Background: an optimization exercise with open tools, aiming at small area and a short achievable clock period. Do not read the settings as production practice. Function was not checked in any run shown here: the RTL went through the layout flow alone. No activity file was given, so power comes from the tool's default toggle rates.

<file path="design/flow/config.mk">
export PLATFORM = sky130hd
export DESIGN_NAME = counter_table_top
export DESIGN_NICKNAME = counter_table_top
export VERILOG_FILES = /design/flow/design.v
export SDC_FILE = /design/flow/constraint.sdc
export NUM_CORES = 4
export LEC_CHECK = 0
export ABC_CLOCK_PERIOD_IN_PS = 2200
export CAP_MARGIN = 20
export CORE_MARGIN = 2
export CORE_UTILIZATION = 60
export CTS_CLUSTER_DIAMETER = 60
export CTS_CLUSTER_SIZE = 30
export SETUP_SLACK_MARGIN = 2.25
export SLEW_MARGIN = 20
</file>
<file path="design/flow/constraint.sdc">
create_clock -name core_clock -period 4.5 [get_ports {clock}]
set_input_delay 0.9000 -clock core_clock [delete_from_list [all_inputs] [get_ports {clock}]]
set_output_delay 0.9000 -clock core_clock [all_outputs]
set_load 0.01 [all_outputs]
</file>
<file path="design/flow/design.v">
`timescale 1ns/1ps
module counter_table_top (
    input  logic        clock,
    input  logic        rst_n,
    input  logic        upd_valid,
    input  logic [7:0]  upd_key,
    input  logic [7:0]  upd_incr,
    input  logic        query_valid,
    input  logic [5:0]  query_entry,
    output logic        init_done,
    output logic        resp_valid,
    output logic [31:0] resp_data
);
    logic [511:0] tbl [4];
    logic clr;
    always_ff @(posedge clock) begin
        clr       <= !rst_n;
        init_done <= rst_n;
    end
    logic       a_v;
    logic [7:0] a_key, a_inc;
    logic [7:0] a_rq [4];
    logic       a_s1, a_s2;              
    logic [3:0] a_sq;                    
    logic       b_v;
    logic [7:0] b_key, b_nv;
    logic [7:0] c_nv;
    logic       h1, h2;
    assign h1 = a_v && (upd_key == a_key);    
    assign h2 = b_v && (upd_key == b_key);    
    always_ff @(posedge clock) begin
        if (!rst_n) begin
            a_v <= 1'b0;
        end else begin
            a_v <= upd_valid && !clr;
        end
        a_s1  <= h1;
        a_s2  <= !h1 && h2;
        for (int g = 0; g < 4; g++) begin
            a_sq[g] <= !h1 && !h2 && (upd_key[7:6] == g[1:0]);
        end
        a_key <= upd_key;
        a_inc <= upd_incr;
        for (int g = 0; g < 4; g++) begin
            a_rq[g] <= tbl[g][upd_key[5:0]*8 +: 8];
        end
    end
    logic [7:0] a_nv;
    always_comb begin
        a_nv = ({8{a_s1}} & (b_nv + a_inc))
             | ({8{a_s2}} & (c_nv + a_inc));
        for (int g = 0; g < 4; g++) begin
            a_nv = a_nv | ({8{a_sq[g]}} & (a_rq[g] + a_inc));    
        end
    end
    logic [7:0] b_ehi;    
    logic [7:0] b_elo;    
    logic [3:0] b_ln;     
    logic [7:0] b_wd [4];    
    always_ff @(posedge clock) begin
        if (!rst_n) begin
            b_v  <= 1'b0;
            b_ln <= '0;
            for (int g = 0; g < 4; g++) begin
                b_wd[g] <= '0;
            end
        end else begin
            b_v  <= a_v;
            for (int l = 0; l < 4; l++) begin
                b_ln[l] <= a_v && (a_key[1:0] == l[1:0]);
            end
            for (int g = 0; g < 4; g++) begin
                b_wd[g] <= (a_key[7:6] == g[1:0]) ? a_nv : 8'h00;
            end
        end
        for (int i = 0; i < 8; i++) begin
            b_ehi[i] <= (a_key[7:5] == i[2:0]);
            b_elo[i] <= (a_key[4:2] == i[2:0]);
        end
        b_key <= a_key;
        b_nv  <= a_nv;
        c_nv  <= b_nv;
    end
    logic [63:0] wr_entry;
    logic [3:0]  wr_lane;
    always_comb begin
        for (int e = 0; e < 64; e++) begin
            wr_entry[e] = clr || (b_ehi[e / 8] && b_elo[e % 8]);
        end
        for (int l = 0; l < 4; l++) begin
            wr_lane[l] = clr || b_ln[l];
        end
    end
    always_ff @(posedge clock) begin
        for (int c = 0; c < 256; c++) begin
            if (wr_entry[c / 4] && wr_lane[c % 4]) begin
                tbl[c / 64][(c % 64)*8 +: 8] <= b_wd[c / 64];
            end
        end
    end
    logic        q_v;
    logic [3:0]  q_g;            
    logic [31:0] q_d [4];
    logic [3:0]  q_o1, q_o2;     
    logic [3:0]  q_o0;           
    logic [7:0]  q_f2d;
    logic [31:0] q_tbl;
    logic [31:0] q_sel;
    logic        f1, f2;
    assign f1 = a_v && (a_key[7:2] == query_entry);    
    assign f2 = b_v && (b_key[7:2] == query_entry);    
    always_ff @(posedge clock) begin
        if (!rst_n) begin
            q_v <= 1'b0;
            resp_valid <= 1'b0;
        end else begin
            q_v <= query_valid && !clr;
            resp_valid <= q_v;
        end
        for (int g = 0; g < 4; g++) begin
            q_g[g] <= (query_entry[5:4] == g[1:0]);
            q_d[g] <= tbl[g][query_entry[3:0]*32 +: 32];
        end
        for (int l = 0; l < 4; l++) begin
            q_o1[l] <= f1 && (a_key[1:0] == l[1:0]);
            q_o2[l] <= !(f1 && (a_key[1:0] == l[1:0])) && f2 && (b_key[1:0] == l[1:0]);
            q_o0[l] <= !(f1 && (a_key[1:0] == l[1:0])) && !(f2 && (b_key[1:0] == l[1:0]));
        end
        q_f2d <= b_nv;
    end
    always_comb begin
        q_tbl = '0;
        for (int g = 0; g < 4; g++) begin
            q_tbl = q_tbl | ({32{q_g[g]}} & q_d[g]);
        end
        for (int l = 0; l < 4; l++) begin
            q_sel[l*8 +: 8] = ({8{q_o1[l]}} & b_nv)       
                            | ({8{q_o2[l]}} & q_f2d)       
                            | ({8{q_o0[l]}} & q_tbl[l*8 +: 8]);
        end
    end
    always_ff @(posedge clock) begin
        resp_data <= q_sel;
    end
endmodule
</file>
<file path="design/flow/run.sh">
#!/bin/bash
# synth_recipe.tcl (not shown) runs the flow's synth.tcl, then flattens the netlist and writes it again
# the make line also repeats each setting of config.mk as NAME=value (left out here)
make -C /OpenROAD-flow-scripts/flow DESIGN_CONFIG=/design/flow/config.mk WORK_HOME=/design/flow/orfs CLKGATE_MAP_FILE= SYNTH_SCRIPT=/design/flow/synth_recipe.tcl finish
</file>
==> results of run 1 <==
-- final cells by class --
| class | instances | area (um^2) | area share [%] |
|---|---|---|---|
| clock buffer | 173 | 4210 | 3.59 |
| tap | 2325 | 2910 | 2.48 |
| timing repair buffer | 309 | 3870 | 3.30 |
| timing repair inverter | 2 | 17.5 | 0.0149 |
| multi-input combinational | 2228 | 36500 | 31.1 |
| antenna | 11 | 27.5 | 0.0235 |
| sequential | 2360 | 68000 | 57.9 |
| inverter | 45 | 195 | 0.166 |
| clock inverter | 119 | 1620 | 1.38 |
-- flip-flops by register name, indices dropped and copies added, names as in the netlist, 4 cells and up --
register	flops
b_ehi	8
c_nv	8
q_o1	4
a_inc	8
q_o2	4
b_ln	4
a_key	8
b_wd	32
q_d	128
tbl	2048
b_nv	8
b_elo	8
a_sq	4
a_rq	32
resp_data	32
q_o0	4
q_g	4
b_key	8
-- how the worst max path moves through the flow --
stage                                start                     to  slack, ns
final                     a_inc[0]$_DFF_P_  b_wd[2][6]$_SDFF_PN0_       2.02
after global routing      a_inc[0]$_DFF_P_  b_wd[2][6]$_SDFF_PN0_       1.98
after CTS                 a_inc[0]$_DFF_P_  b_wd[2][6]$_SDFF_PN0_       2.07
after detailed placement        upd_key[0]     a_rq[1][1]$_DFF_P_       0.63
after global placement          upd_key[0]     a_rq[1][1]$_DFF_P_       0.65
after floorplan                 upd_key[0]     a_rq[2][3]$_DFF_P_       1.88
-- metrics by stage --
stage	cells	hold slack [ns]
6_report	7572	0.447
5_1_grt	7563	0.454
4_1_cts	7535	0.428
3_5_place_dp	7192	0.432
3_3_place_gp	7189	0.416
2_1_floorplan	5069	0.329
-- repair_timing --
action	in CTS	in global routing
buffers inserted	40	18
gates resized for setup	373	72
pin swaps	47	28
gates cloned	11	7
setup endpoints to repair	755	154
hold buffers	0	0
-- cells in the mapped netlist, types with 7 or more instances --
master / instances
a211oi_1: 22
a21o_1: 209
a21oi_1: 45
a222oi_1: 33
a22oi_1: 126
a31o_2: 61
a31oi_1: 16
and2_1: 33
buf_1: 33
buf_2: 132
buf_4: 23
buf_6: 7
clkbuf_1: 240
dfxtp_1: 312
edfxtp_1: 2048
ha_1: 42
inv_1: 44
mux2i_1: 20
mux4_2: 1267
nand2_1: 89
nand2b_1: 7
nor2_1: 41
nor2b_1: 24
nor3_1: 10
nor3b_1: 15
o21ai_0: 20
o22ai_1: 14
xnor2_1: 23
xor2_1: 30
-- layer usage --
layer | vias to the layer above | routed length, um | global-route usage, %
li1 | 22100 | - | -
met5 | - | 65 | 0
met4 | 12 | 17600 | 16.0
met2 | 4606 | 159000 | 57.7
met3 | 635 | 41900 | 9.67
met1 | 32100 | 127000 | 55.9
-- worst register-to-register path, delay by kind of cell (launching register included) --
kind | cells | cell delay, ns
multiplexers | 1 | 0.19
adder cells (fa/ha/maj) | 2 | 0.59
AO/OA/AOI/OAI | 5 | 0.93
buffers and inverters | 1 | 0.20
flip-flops | 1 | 0.44
-- power by group through the flow --
stage	clock network [mW]	registers (mW)	logic (mW)
2_1_floorplan	0	26.7	4.14
3_3_place_gp	0	27.4	6.45
3_5_place_dp	0	27.5	6.47
4_1_cts	16.6	27.0	6.92
5_1_grt	17.4	27.2	7.34
6_report	16.6	27.1	7.20
-- logic make-up after synthesis --
kind of cell             count (synthesis)
AO/OA/AOI/OAI                          577
XOR/XNOR                                53
adder cells (fa/ha/maj)                 48
buffers and inverters                  481
flip-flops                            2360
multiplexers                          1289
AND/OR/NAND/NOR                        261
-- cells in the final DEF (no fill, tap or decap), types with 12 or more instances in the layout --
cell type	netlist	layout
a21oi_1	45	32
clkbuf_16	0	174
o21ai_0	20	13
mux4_2	1267	1267
nor2_1	41	36
a211oi_1	22	14
inv_1	44	44
bufinv_16	0	12
edfxtp_1	2048	2048
buf_6	7	51
inv_12	0	19
ha_1	42	17
inv_8	0	19
xor2_1	30	29
a21o_1	209	206
a22oi_1	126	115
dfxtp_1	312	225
buf_12	0	45
dfxtp_4	0	39
a222oi_1	33	33
ha_4	0	18
a31o_2	61	61
xnor2_1	23	20
buf_16	0	20
nor3b_1	15	13
clkinv_8	0	20
nor2b_1	24	21
buf_4	23	145
dfxtp_2	0	48
mux2i_1	20	15
clkdlybuf4s50_1	0	13
nand2_1	89	87
inv_6	0	27
and2_1	33	32
==> results.py, run 1 <==
metrics = {
    "synthesis": {
        "synth_nets": 5143,
        "yosysSeqAreaShare_pct": 64.3,
        "ys_warn_count": 5,
        "synth_ff_type": "edfxtp_1",
        "ys_ff_latch": 2360,
        "synth_area_um2": 105000,
        "synth_top_cell_by_area": "edfxtp_1",
        "synthAdderAreaFrac_pct": 0.612,
        "avgSynthCellArea_um2": 20.8,
        "ys_async_sr_fraction_pct": 0,
        "synth_compound_area_share_pct": 4.12,
        "synth_edf_count": 2048,
        "synth_top_family_by_area": "multiplexers",
        "synth_top_area_share_pct": 58.3,
        "synth_cell_types": 65,
        "synth_cells": 5069,
        "synth_area_leaders": "edfxtp_1 (58%), mux4_2 (27%), dfxtp_1 (5.9%)",
        "synth-simple-area-share_pct": 1.27,
        "synth_xor_xnor_area_share_pct": 0.440,
        "synthMuxAreaShare_pct": 27.3,
    },
    "worst_setup_path": {
        "r2r_start": "a_inc[0]$_DFF_P_",
        "timing.rr.end": "b_wd[2][6]$_SDFF_PN0_",
        "worstSetupStartpointType": "flop",
        "crit_path_end_kind": "flop",
        "r2r_cells": 9,
        "worstPathCellList": "ha_4, fa_2, a21oi_4, o21ai_2, mux2i_2, a22o_1, a2111oi_4, buf_6, a21oi_4",
        "cp_max_fo": 6,
        "worst-r2r-setup-slack_ns": 2.02,
        "cpMostUsedCell": "a21oi_4",
        "worst_path_max_delay_cell": "dfxtp_4",
        "critical_path_required_ns": 5.19,
        "cp.buffers_inverters": 1,
        "cp.depth": 9,
        "cpLargestDelayFamily": "compound AO/OA/AOI/OAI gates",
        "critPathKind": "flop to flop",
        "max_stage_delay_ns": 0.44,
        "cp_data_arrival_time_ns": 3.17,
    },
    "hold_path": {
        "hold_class": "flop to flop",
        "holdPathEnd": "resp_valid$_SDFF_PN0_",
        "worstHoldPathCells": 1,
        "hold_start": "q_v$_SDFF_PN0_",
    },
    "placed_design": {
        "globalplace.congestion": 0.963,
        "hpwl_um": 236000,
        "placed_area_um2": 109000,
        "pre_cts_slack_ns": 0.632,
        "place.port_buffers": 59,
    },
    "die": {
        "ioPinCount": 60,
        "core.rowCount": 153,
        "die_w_um": 423,
        "die_area_um2": 179000,
        "start_util_pct": 60.5,
        "die_h_um": 423,
        "core_um2": 174000,
    },
    "global_routing": {
        "grt.total_usage_pct": 38.8,
        "grt_pass1_wl_um": 473000,
        "grt_max_degree": 78,
        "grt_pass1_vias": 56300,
        "grt_antenna_before_repair": 31,
        "grt-ovfl-total": 0,
    },
    "power_and_ir_drop": {
        "vdd_ir_drop_max_mv": 0.414,
        "p_clk_share_pct": 32.6,
        "switching_share_pct": 27.6,
        "pwr_density_cell_nw_per_um2": 434,
        "p_int_mw": 36.9,
        "p_total_mw": 50.9,
        "p_switching_mw": 14.0,
        "p_seq_share_pct": 53.3,
        "combPwrFrac_pct": 14.1,
        "p_leak_nw": 41.1,
    },
    "job": {
        "cap_violations": 0,
    },
    "timing": {
        "max-slew-margin-rel_pct": 28.5,
        "rsz0062_at_grt": "yes",
        "hold_viol": 0,
        "worstMarginPinSlew_ns": 1.07,
        "period_needed_ns": 2.48,
        "fin_skew_ns": 0.0346,
        "slew_violations": 0,
        "fin_crit_sh_pct": 55.1,
        "tns_ns": 0,
        "fmax_mhz": 403,
        "setup_viol": 0,
        "fin_ws_ns": 2.02,
    },
    "clocking": {
        "clock_latency_ns": 0.87,
        "cts_buffer_depth": 3,
        "cts_root_buf": "clkbuf_16",
        "numCtsBuffers": 156,
        "cts_tree": "built",
        "clk_pin_slew_ns": 0.09,
        "cts.sinks": 2360,
        "h-tree-depth": 4,
    },
    "finish": {
        "fin_util_pct": 67.3,
        "fill_cells": 11100,
        "final_area_um2": 117000,
        "area_growth_pct": 11.3,
        "drive_gt1_share_pct": 40.7,
        "fin_nets": 5176,
    },
    "drt": {
        "vias_per_cell": 7.86,
        "finalWirelength_um": 346000,
        "post_drt_wl_per_cell_um": 45.6,
        "drc": 0,
        "ant_nets": 0,
        "drtIter0Drc": 10700,
        "drt_first_pass_iters": 7,
        "vias": 59500,
    },
    "outcome": {
        "status": "finished clean",
    },
}
==> inputs of run 2 (changes only) <==
--- a/design/flow/config.mk
+++ b/design/flow/config.mk
@@ -10,6 +10,6 @@
 export CORE_MARGIN = 2
 export CORE_UTILIZATION = 60
-export CTS_CLUSTER_DIAMETER = 60
-export CTS_CLUSTER_SIZE = 30
+export CTS_CLUSTER_DIAMETER = 70
+export CTS_CLUSTER_SIZE = 38
 export SETUP_SLACK_MARGIN = 2.25
 export SLEW_MARGIN = 20
==> results.py, run 2 <==
metrics = {
    "outcome": {
        "status": "finished clean",
    },
    "timing": {
        "fin_crit_sh_pct": 55.5,
        "setup_viol": 0,
        "hold_viol": 0,
        "fin_ws_ns": 2.00,
        "period_needed_ns": 2.50,
        "worstMarginPinSlew_ns": 1.17,
        "slew_violations": 0,
        "max-slew-margin-rel_pct": 22.2,
        "fmax_mhz": 400,
        "tns_ns": 0,
        "fin_skew_ns": 0.0402,
        "rsz0062_at_grt": "yes",
    },
    "clocking": {
        "h-tree-depth": 4,
        "cts.sinks": 2360,
        "cts_buffer_depth": 3,
        "numCtsBuffers": 142,
        "ctsHoldBuffers": 0,
        "cts_root_buf": "clkbuf_16",
        "clock_latency_ns": 0.84,
        "clk_pin_slew_ns": 0.11,
        "cts_tree": "built",
    },
    "drt": {
        "drt_first_pass_iters": 10,
        "drtIter0Drc": 10700,
        "post_drt_wl_per_cell_um": 45.8,
        "ant_nets": 0,
        "drc": 0,
        "finalWirelength_um": 346000,
        "vias_per_cell": 7.89,
        "vias": 59500,
    },
    "finish": {
        "final_common_cell": "edfxtp_1",
        "fill_cells": 11100,
        "final_area_um2": 117000,
        "area_growth_pct": 10.6,
        "largest_register": "tbl",
        "fin_nets": 5168,
        "final_cell_mix": "edfxtp_1 (2048), mux4_2 (1267), dfxtp_1 (235)",
        "fin_util_pct": 66.9,
        "reg_top3": "tbl: 2048 flops, q_d: 128 flops",
        "largest_reg_flops": 2048,
        "drive_gt1_share_pct": 40.1,
    },
    "die": {
        "ioPinCount": 60,
        "start_util_pct": 60.5,
        "die_w_um": 423,
        "die_h_um": 423,
        "core.rowCount": 153,
        "core_um2": 174000,
        "die_area_um2": 179000,
    },
    "placed_design": {
        "place.port_buffers": 59,
        "globalplace.congestion": 0.963,
        "pre_cts_slack_ns": 0.632,
        "placed_area_um2": 109000,
        "hpwl_um": 236000,
    },
    "synthesis": {
        "synth-simple-area-share_pct": 1.27,
        "synth_nets": 5143,
        "synth_area_leaders": "edfxtp_1 (58%), mux4_2 (27%), dfxtp_1 (5.9%)",
        "synth_compound_area_share_pct": 4.12,
        "yosys.cell_count.top_type": "edfxtp_1",
        "synth_area_um2": 105000,
        "synth_cell_types": 65,
        "synth_xor_xnor_area_share_pct": 0.440,
        "synth_edf_count": 2048,
        "synthMuxAreaShare_pct": 27.3,
        "ys_async_sr_fraction_pct": 0,
        "ys_ff_latch": 2360,
        "synth_ff_type": "edfxtp_1",
        "synth_cells": 5069,
        "ys_warn_count": 5,
        "synth_top_area_share_pct": 58.3,
        "synth_top_cell_by_area": "edfxtp_1",
        "synth_top_family_by_area": "multiplexers",
        "ys_top_cells_by_count": "edfxtp_1 (2048), mux4_2 (1267), dfxtp_1 (312)",
        "yosysSeqAreaShare_pct": 64.3,
        "avgSynthCellArea_um2": 20.8,
        "synthAdderAreaFrac_pct": 0.612,
    },
    "power_and_ir_drop": {
        "pwr_density_cell_nw_per_um2": 424,
        "vdd_ir_drop_max_mv": 0.409,
        "p_leak_nw": 40.7,
    },
    "global_routing": {
        "grt-ovfl-total": 0,
        "grt.total_usage_pct": 38.6,
        "grt_pass1_vias": 56100,
        "grt_max_degree": 78,
        "grt_pass1_wl_um": 471000,
        "grt_antenna_before_repair": 29,
    },
    "worst_setup_path": {
        "critPathKind": "flop to flop",
        "cp_max_fo": 6,
        "crit_path_end_kind": "flop",
        "worstSetupStartpointType": "flop",
        "cp_data_arrival_time_ns": 3.18,
        "critical_path_required_ns": 5.18,
    },
    "hold_path": {
        "hold_class": "flop to flop",
    },
    "job": {
        "cap_violations": 0,
    },
}
-- run 2: cell counts after synthesis --
Identical to the previous run, type by type.
-- run 2: area by class of cell --
cell class,instances,area [um^2],area share (%)
sequential,2360,67900,58.3
multi-input combinational,2228,36500,31.3
timing repair buffer,315,3890,3.34
clock buffer,154,3700,3.18
tap,2325,2910,2.50
clock inverter,100,1420,1.21
inverter,45,195,0.167
antenna,12,30.0,0.0258
timing repair inverter,2,17.5,0.0150
-- run 2: stage by stage --
stage / std cells / power (mW) / hold slack [ns]
after floorplan: 5069 / 30.9 / 0.329
after global placement: 7189 / 33.9 / 0.416
after detailed placement: 7192 / 33.9 / 0.432
after CTS: 7492 / 49.0 / 0.454
after global routing: 7531 / 50.4 / 0.447
final: 7541 / 49.4 / 0.450
-- run 2: what timing repair did --
item                                    CTS  global route
setup buffers                            36            25
gates cloned                             10            12
endpoints found under the setup margin  770           123
pin swaps                                45            37
hold endpoints to repair                  0             0
resized for setup                       333            92
-- run 2: routing by layer --
metal	track usage, %	up-vias	share of wire (%)	wire, um
met1	56.0	32100	37	127000
met2	57.9	4752	46	161000
met3	9.11	595	12	41600
met5	0	-	0.028	97
li1	-	22100	-	-
met4	15.3	14	4.8	16600
-- run 2: power by group --
part	switching (mW)	internal, mW
combinational	3.93	3.21
sequential	1.45	25.6
clock	8.24	6.93
-- run 2: cell families after synthesis --
kind of cell    after synthesis
flops                      2360
fa+ha+maj                    48
simple gates                261
mux                        1289
buf+inv                     481
compound gates              577
xor+xnor                     53
-- run 2: worst max-delay path, stage by stage, from the launching register on --
cell and delay, ns:
dfxtp_4 0.46, ha_4 0.20, fa_2 0.37, a21oi_4 0.16, o21ai_2 0.09, mux2i_2 0.19, a22o_1 0.27, a2111oi_4 0.29
buf_4 0.22, a21oi_4 0.07
-- run 2: path summary, 6_finish.rpt --
| path | cells after the start | to | slack, ns | from |
|---|---|---|---|---|
| worst max register to register | 9 | b_wd[2][6]$_SDFF_PN0_ | 2.00 | a_inc[0]$_DFF_P_ |
| worst max-delay path | 9 | b_wd[2][6]$_SDFF_PN0_ | 2.00 | a_inc[0]$_DFF_P_ |
| worst min-delay path | 1 | resp_valid$_SDFF_PN0_ | 0.45 | q_v$_SDFF_PN0_ |
| worst min register to register | 1 | resp_valid$_SDFF_PN0_ | 0.45 | q_v$_SDFF_PN0_ |
==> inputs of run 3 (changes only) <==
--- a/design/flow/design.v
+++ b/design/flow/design.v
@@ -100,14 +100,10 @@
     end
     logic        q_v;
-    logic [3:0]  q_g;            
-    logic [31:0] q_d [4];
-    logic [3:0]  q_o1, q_o2;     
-    logic [3:0]  q_o0;           
-    logic [7:0]  q_f2d;
+    logic [63:0] q_oh;           
+    logic [3:0]  q_o1;           
     logic [31:0] q_tbl;
     logic [31:0] q_sel;
-    logic        f1, f2;
+    logic        f1;
     assign f1 = a_v && (a_key[7:2] == query_entry);    
-    assign f2 = b_v && (b_key[7:2] == query_entry);    
     always_ff @(posedge clock) begin
         if (!rst_n) begin
@@ -118,24 +114,18 @@
             resp_valid <= q_v;
         end
-        for (int g = 0; g < 4; g++) begin
-            q_g[g] <= (query_entry[5:4] == g[1:0]);
-            q_d[g] <= tbl[g][query_entry[3:0]*32 +: 32];
+        for (int e = 0; e < 64; e++) begin
+            q_oh[e] <= (query_entry == e[5:0]);
         end
         for (int l = 0; l < 4; l++) begin
             q_o1[l] <= f1 && (a_key[1:0] == l[1:0]);
-            q_o2[l] <= !(f1 && (a_key[1:0] == l[1:0])) && f2 && (b_key[1:0] == l[1:0]);
-            q_o0[l] <= !(f1 && (a_key[1:0] == l[1:0])) && !(f2 && (b_key[1:0] == l[1:0]));
         end
-        q_f2d <= b_nv;
     end
     always_comb begin
         q_tbl = '0;
-        for (int g = 0; g < 4; g++) begin
-            q_tbl = q_tbl | ({32{q_g[g]}} & q_d[g]);
+        for (int e = 0; e < 64; e++) begin
+            q_tbl = q_tbl | ({32{q_oh[e]}} & tbl[e / 16][(e % 16)*32 +: 32]);
         end
         for (int l = 0; l < 4; l++) begin
-            q_sel[l*8 +: 8] = ({8{q_o1[l]}} & b_nv)       
-                            | ({8{q_o2[l]}} & q_f2d)       
-                            | ({8{q_o0[l]}} & q_tbl[l*8 +: 8]);
+            q_sel[l*8 +: 8] = q_o1[l] ? b_nv : q_tbl[l*8 +: 8];    
         end
     end
--- a/design/flow/config.mk
+++ b/design/flow/config.mk
@@ -10,6 +10,6 @@
 export CORE_MARGIN = 2
 export CORE_UTILIZATION = 60
-export CTS_CLUSTER_DIAMETER = 70
-export CTS_CLUSTER_SIZE = 38
+export CTS_CLUSTER_DIAMETER = 60
+export CTS_CLUSTER_SIZE = 30
 export SETUP_SLACK_MARGIN = 2.25
 export SLEW_MARGIN = 20
==> results.py, run 3 <==
metrics = {
    "outcome": {
        "status": "stopped before the end",
        "failed_stage": "5_1_grt",
        "firstError": "[ERROR GRT-0232] Routing congestion too high. Check the congestion heatmap in the GUI.",
    },
    "clocking": {
        "cts_buffer_depth": 3,
        "ctsHoldBuffers": 0,
        "numCtsBuffers": 152,
        "cts_root_buf": "clkbuf_16",
        "h-tree-depth": 4,
        "cts.sinks": 2284,
    },
    "synthesis": {
        "synth_cell_types": 58,
        "yosys.cell_count.top_type": "edfxtp_1",
        "synth_ff_type": "edfxtp_1",
        "synth_nets": 5749,
        "ys_top_cells_by_count": "edfxtp_1 (2048), a22oi_1 (813), mux4_2 (632)",
        "synth_top_cell_by_area": "edfxtp_1",
        "synth_edf_count": 2048,
        "ys_warn_count": 4,
        "ys_ff_latch": 2284,
        "avgSynthCellArea_um2": 17.4,
        "synth_area_um2": 98800,
        "synth_top_area_share_pct": 62.3,
        "ys_async_sr_fraction_pct": 0,
        "yosysSeqAreaShare_pct": 67.0,
        "synth_area_leaders": "edfxtp_1 (62%), mux4_2 (14%), a22oi_1 (6.2%)",
        "synth_cells": 5675,
    },
    "die": {
        "die_h_um": 410,
        "die_w_um": 410,
        "start_util_pct": 60.5,
        "core.rowCount": 148,
        "ioPinCount": 60,
    },
    "placed_design": {
        "hpwl_um": 484000,
        "globalplace.congestion": 1.35,
        "place.port_buffers": 59,
    },
    "global_routing": {
        "grt_max_degree": 94,
        "grt.total_usage_pct": 83.6,
        "grt-ovfl-total": 13,
    },
}
run 3: changes by cell type after synthesis, sizes merged, moves of 65 or more:
| cell | previous run | this run |
|---|---|---|
| mux4 | 1267 | 632 |
| dfxtp | 312 | 236 |
| a221oi | 3 | 123 |
| a21oi | 45 | 110 |
| a22oi | 126 | 813 |
| nand4 | 6 | 209 |
| nor2 | 41 | 110 |
| a22o | 1 | 87 |
| clkbuf | 241 | 327 |
run 3: routing by layer:
metal,GRT usage [%],overflow
met1,86.0,4
met2,89.5,3
met3,79.3,1
met4,76.0,5
met5,66.9,0
run 3: power by group through the flow:
| stage | sequential (mW) | combinational, mW | clock [mW] |
|---|---|---|---|
| after CTS | 27.1 | 5.78 | 15.8 |
| after floorplan | 25.9 | 2.74 | 0 |
| after detailed placement | 27.5 | 5.35 | 0 |
| after global placement | 27.5 | 5.31 | 0 |
run 3: worst min path at each step:
stage	start	endpoint	slack [ns]	cells past startpoint
2_1_floorplan	a_key[2]$_DFF_P_	b_key[2]$_DFF_P_	0.33	0
3_3_place_gp	q_v$_SDFF_PN0_	resp_valid$_SDFF_PN0_	0.42	1
3_5_place_dp	q_v$_SDFF_PN0_	resp_valid$_SDFF_PN0_	0.42	1
4_1_cts	upd_key[0]	a_key[0]$_DFF_P_	0.37	1
run 3: what timing repair did:
item,in CTS
buffers inserted,130
setup endpoints to repair,1368
gates resized for setup,628
pin swaps,89
cloned,23
run 3: cells by family after synthesis:
| kind of cell | after synthesis | share of synthesized area, % |
|---|---|---|
| muxes | 648 | 14.6 |
| and+or+nand+nor | 659 | 3.61 |
| xor gates and xnor gates | 49 | 0.435 |
| adders and majority gates | 48 | 0.654 |
| buffers and inverters | 483 | 2.12 |
| AOI/OAI and AO/OA | 1504 | 11.6 |
| DFF | 2284 | 67.0 |
run 3: through the flow:
step                instance area [um^2]  total power [mW]  hold slack (ns)  std cells  setup slack (ns)
floorplan                          99200              28.6            0.329       5675              1.86
global placement                  103000              32.8            0.421       7734             0.456
detailed placement                103000              32.9            0.424       7734             0.461
CTS                               112000              48.7            0.368       8170              2.03

[static timing again, ports no longer ideal]
The results above use ideal ports. As a check the final layouts listed here were re-extracted and re-timed, cells and wires unchanged.
Step 1 (the two cells are an assumption about what drives the block):
set clk [get_ports {clock}]
set_driving_cell -lib_cell sky130_fd_sc_hd__clkbuf_16 $clk
set_driving_cell -lib_cell sky130_fd_sc_hd__buf_2 [delete_from_list [all_inputs] $clk]
Step 2 moves the port delays by t, midway between the first and last clock arrival at a register: inputs arrive t later, outputs are due t later. That takes back most of the time a late clock gives input paths.
a / b / c = no drivers / after step 1 / after step 2; a / b = the first two.
run | shift t [ns] | setup WS [ns] | slew at the worst register clock pin (ns) | pins driven straight from the clock port
run 1 | 0.943 | 2.021 / 2.021 / 1.139 | 0.11 / 0.11 | 1
run 2 | 0.907 | 2.001 / 2.001 / 1.142 | 0.11 / 0.11 | 1
After both steps every run listed still meets setup and hold. The setup slack of run 1, which loses most, moves by 0.000 ns with the drivers and by -0.882 ns with both steps.
